This is an optimization exercise on Yosys and OpenROAD, whose aim is small area and a short achievable clock period, not a production implementation. Only simulation tests tie the RTL to the original design; equivalence was not proved. Power and IR drop assume default switching activity.

## udp_bridge_top
module udp_bridge_top
(
  input  logic                   i_clk_axi,
  input  logic                   i_rst_axi,
  input  logic                   i_csr_wr,
  input  logic                   i_csr_rd,
  input  logic [3-1:0] i_csr_addr,
  input  logic [32-1:0] i_csr_wdata,
  output logic [32-1:0] o_csr_rdata,
  input  logic                   i_out_wr,
  input  logic [8-1:0] i_out_data,
  output logic                   o_out_full,
  input  logic                   i_in_rd,
  output logic [8-1:0] o_in_data,
  output logic                   o_in_last,
  output logic                   o_in_empty,
  output logic                   o_tx_valid,
  output logic [8-1:0] o_tx_data,
  output logic                   o_tx_last,
  input  logic                   i_tx_credit,
  input  logic                   i_rx_valid,
  input  logic [8-1:0] i_rx_data,
  input  logic                   i_rx_last,
  output logic                   o_rx_credit,
  output logic                   o_pkt_sent,
  output logic                   o_pkt_recv
);
For scale: ~1800 cells after synthesis, about 550 flip-flops, ~120 I/O pins.
==> flow/config.mk <==
export PLATFORM = sky130hd
export DESIGN_NAME = udp_bridge_top
export DESIGN_NICKNAME = udp_bridge_top
export VERILOG_FILES = /design/flow/design.v
export SDC_FILE = /design/flow/constraint.sdc
export NUM_CORES = 4
export LEC_CHECK = 0
export CAP_MARGIN = 20
export CORE_MARGIN = 2
export CORE_UTILIZATION = 60
export SETUP_SLACK_MARGIN = 3.6
export SLEW_MARGIN = 20
==> flow/constraint.sdc <==
create_clock -name core_clock -period 6.0 [get_ports {i_clk_axi}]
set_input_delay 1.2000 -clock core_clock [delete_from_list [all_inputs] [get_ports {i_clk_axi}]]
set_output_delay 1.2000 -clock core_clock [all_outputs]
set_load 0.01 [all_outputs]
standard.sh (not shown) runs the stock make flow with config.mk's settings and CLKGATE_MAP_FILE= SYNTH_SCRIPT=/design/flow/synth_recipe.tcl, a recipe that flattens the netlist after the stock synthesis.
==> flow/flow/run.sh <==
#!/bin/bash
# Own flow: the standard layout (standard.sh) with two changes: the port buffers start
# as buf_2 instead of the resizer's default pick, and clock tree synthesis adds no dummy
# loads. The whole make output goes to standard.log; ORFS keeps each step's log under orfs/logs.
set -uo pipefail
bash standard.sh \
  "BUFFER_PORTS_ARGS=-buffer_cell sky130_fd_sc_hd__buf_2" \
  "CTS_ARGS=-sink_clustering_enable -repair_clock_nets -sink_clustering_size 24 -sink_clustering_max_diameter 60 -dont_use_dummy_load" \
  finish > standard.log 2>&1
The first run produced a clean layout.
Change:
--- a/flow/design.v
+++ b/flow/design.v
@@ -80,17 +80,17 @@
       end
       if (tx_done) irq_sent <= 1'b1;
       if (recv_valid) irq_recv <= 1'b1;
     end
   end
   logic sel1, sel2, sel3, sel4, sel5;
-  assign sel1 = !i_rst_axi && (i_csr_addr == 3'd1);
-  assign sel2 = !i_rst_axi && (i_csr_addr == 3'd2);
-  assign sel3 = !i_rst_axi && (i_csr_addr == 3'd3) && recv_seen;
-  assign sel4 = !i_rst_axi && (i_csr_addr == 3'd4) && recv_seen;
-  assign sel5 = !i_rst_axi && (i_csr_addr == 3'd5);
+  assign sel1 = (i_csr_addr == 3'd1);
+  assign sel2 = (i_csr_addr == 3'd2);
+  assign sel3 = (i_csr_addr == 3'd3) && recv_seen;
+  assign sel4 = (i_csr_addr == 3'd4) && recv_seen;
+  assign sel5 = (i_csr_addr == 3'd5);
   assign rd_mux = ({32{sel1}} & {send_dst, send_src})
                 | ({32{sel2}} & {16'h0000, send_len})
                 | ({32{sel3}} & {recv_q[31:16], recv_q[47:32]})
                 | ({32{sel4}} & {16'h0000, recv_q[15:0]})
                 | ({32{sel5}} & {11'h000, ocnt, 3'b000, icnt, 6'b0, irq_sent, irq_recv});
   always_ff @(posedge i_clk_axi) begin
@@ -120,16 +120,14 @@
   assign ring_ne = (ocnt != {4'b0, hd_valid});
   assign need_head = (in_pay && (!hd_valid || beat)) || (in_hdr && beat && (idx == 3'd7));
   assign hd_valid_n = need_head ? (ring_ne || i_out_wr) : hd_valid;
   assign cred_nz_n = i_tx_credit || (cred > 3'd1) || ((cred == 3'd1) && !beat);
   assign len8    = h_len + 16'd8;
   logic [4:0]  ocnt_wr, ocnt_nowr;
-  logic        oring_wsel;
   assign ocnt_nowr  = pay_pop ? ocnt - 5'd1 : ocnt;
   assign ocnt_wr    = pay_pop ? ocnt : ocnt + 5'd1;
-  assign oring_wsel = !(need_head && !ring_ne);
   always_comb begin
     case (idx)
       3'd0:    hbyte = h_srclo;
       3'd1:    hbyte = h_dst[15:8];
       3'd2:    hbyte = h_dst[7:0];
       3'd3:    hbyte = len8[15:8];
@@ -162,19 +160,19 @@
       cred       <= cred - 3'(beat) + 3'(i_tx_credit);
       tx_valid_q <= ((st_n == S_HDR) || ((st_n == S_PAY) && hd_valid_n)) && cred_nz_n;
       hd_valid   <= hd_valid_n;
       ocnt       <= i_out_wr ? ocnt_wr : ocnt_nowr;
       if (st == S_PEND) idx <= '0;
       else if (in_hdr && beat) idx <= idx + 3'd1;
-      if (i_out_wr && oring_wsel) owr <= owr + 4'd1;
-      if (need_head && ring_ne) ord <= ord + 4'd1;
+      if (i_out_wr) owr <= owr + 4'd1;
+      if (need_head && (ring_ne || i_out_wr)) ord <= ord + 4'd1;
     end
   end
   for (genvar k = 0; k < 16; k++) begin : g_omem
     logic osel;
-    assign osel = oring_wsel && (owr == 4'(k));
+    assign osel = (owr == 4'(k));
     always_ff @(posedge i_clk_axi) begin
       if (i_out_wr && osel) omem[k] <= i_out_data;
     end
   end
   always_ff @(posedge i_clk_axi) begin
     if (st == S_PEND) begin
@@ -213,18 +211,18 @@
   assign hdr_take   = i_rx_valid && !pay_ph;
   assign ipush      = i_rx_valid && pay_ph;
   assign recv_valid = ipush && i_rx_last;
   assign ipop       = i_in_rd;
   assign icnt1      = (icnt == 5'd1);
   assign head_w     = ipush && (iempty || (ipop && icnt1));
-  assign ring_w     = i_rx_valid && iring_wsel && !(ipop && icnt1);
+  assign ring_w     = ipush;
   assign ring_r     = ipop && !icnt1;
   logic        iring_wsel;
   logic [4:0]  icnt_inc, icnt_dec;
   logic [3:0]  owed_dec, owed_inc;
-  assign iring_wsel = pay_ph && !iempty;
+  assign iring_wsel = pay_ph;
   assign icnt_inc   = icnt + 5'd1;
   assign icnt_dec   = icnt - 5'd1;
   assign owed_dec   = (owed == 4'd0) ? 4'd0 : owed - 4'd1;
   assign owed_inc   = owed + 4'd1;
   always_ff @(posedge i_clk_axi) begin
     if (i_rst_axi) begin
@@ -254,20 +252,20 @@
       iwr    <= '0;
       ird    <= '0;
     end else begin
       icnt   <= (ipush && !ipop) ? icnt_inc : (ipop && !ipush) ? icnt_dec : icnt;
       iempty <= !ipush && (iempty || (icnt1 && ipop));
       if (ring_w) iwr <= (iwr == 4'd14) ? 4'd0 : iwr + 4'd1;
-      if (ring_r) ird <= (ird == 4'd14) ? 4'd0 : ird + 4'd1;
+      if (ring_r || head_w) ird <= (ird == 4'd14) ? 4'd0 : ird + 4'd1;
     end
   end
   for (genvar k = 0; k < 15; k++) begin : g_imem
     logic isel;
     assign isel = iring_wsel && (iwr == 4'(k));
     always_ff @(posedge i_clk_axi) begin
-      if (i_rx_valid && isel && !(ipop && icnt1)) imem[k] <= {i_rx_data, i_rx_last};
+      if (i_rx_valid && isel) imem[k] <= {i_rx_data, i_rx_last};
     end
   end
   always_ff @(posedge i_clk_axi) begin
     if (i_rst_axi) ihead <= '0;
     else if (ring_r) ihead <= imem[ird];
     else if (head_w) ihead <= {i_rx_data, i_rx_last};
What happened: Area after synthesis came out higher by 0.93%; core utilization is lower by 1.3 points; sequential share of layout area is higher by 0.81 points; clock skew increases by 5.7 ps; final area shrinks by 1.4%; setup slack got worse by 87 ps; clock-buffer cell count came out lower by 1; total power fell by 0.68%; wire length rose by 3.0%; non-clock buffer count decreases by 14.

==> afterwards: timing with drivers on the ports <==
How much do the figures lean on ideal ports? The routed layouts below were timed once more, with nothing changed but the port constraints. Step 1, drivers: a clkbuf_16 drives i_clk_axi and a buf_2 each remaining input, both assumed. Step 2 also shifts input and output timing later by t, the mid clock arrival at the registers, as if the neighbouring blocks saw the same clock. Slacks: ideal / step 1 / step 2; pairs: ideal / step 1.
run | t, ns | setup slack, ns | clock arrival spread, ns
the first run | 0.591 | 3.668 / 3.615 / 3.108 | 0.046 / 0.045
the second run | 0.588 | 3.582 / 3.609 / 3.027 | 0.059 / 0.059
After both steps setup and hold are still met in every run listed. For the first run, which loses most, drivers alone change the setup slack by -0.053 ns; drivers and shift together by -0.560 ns.
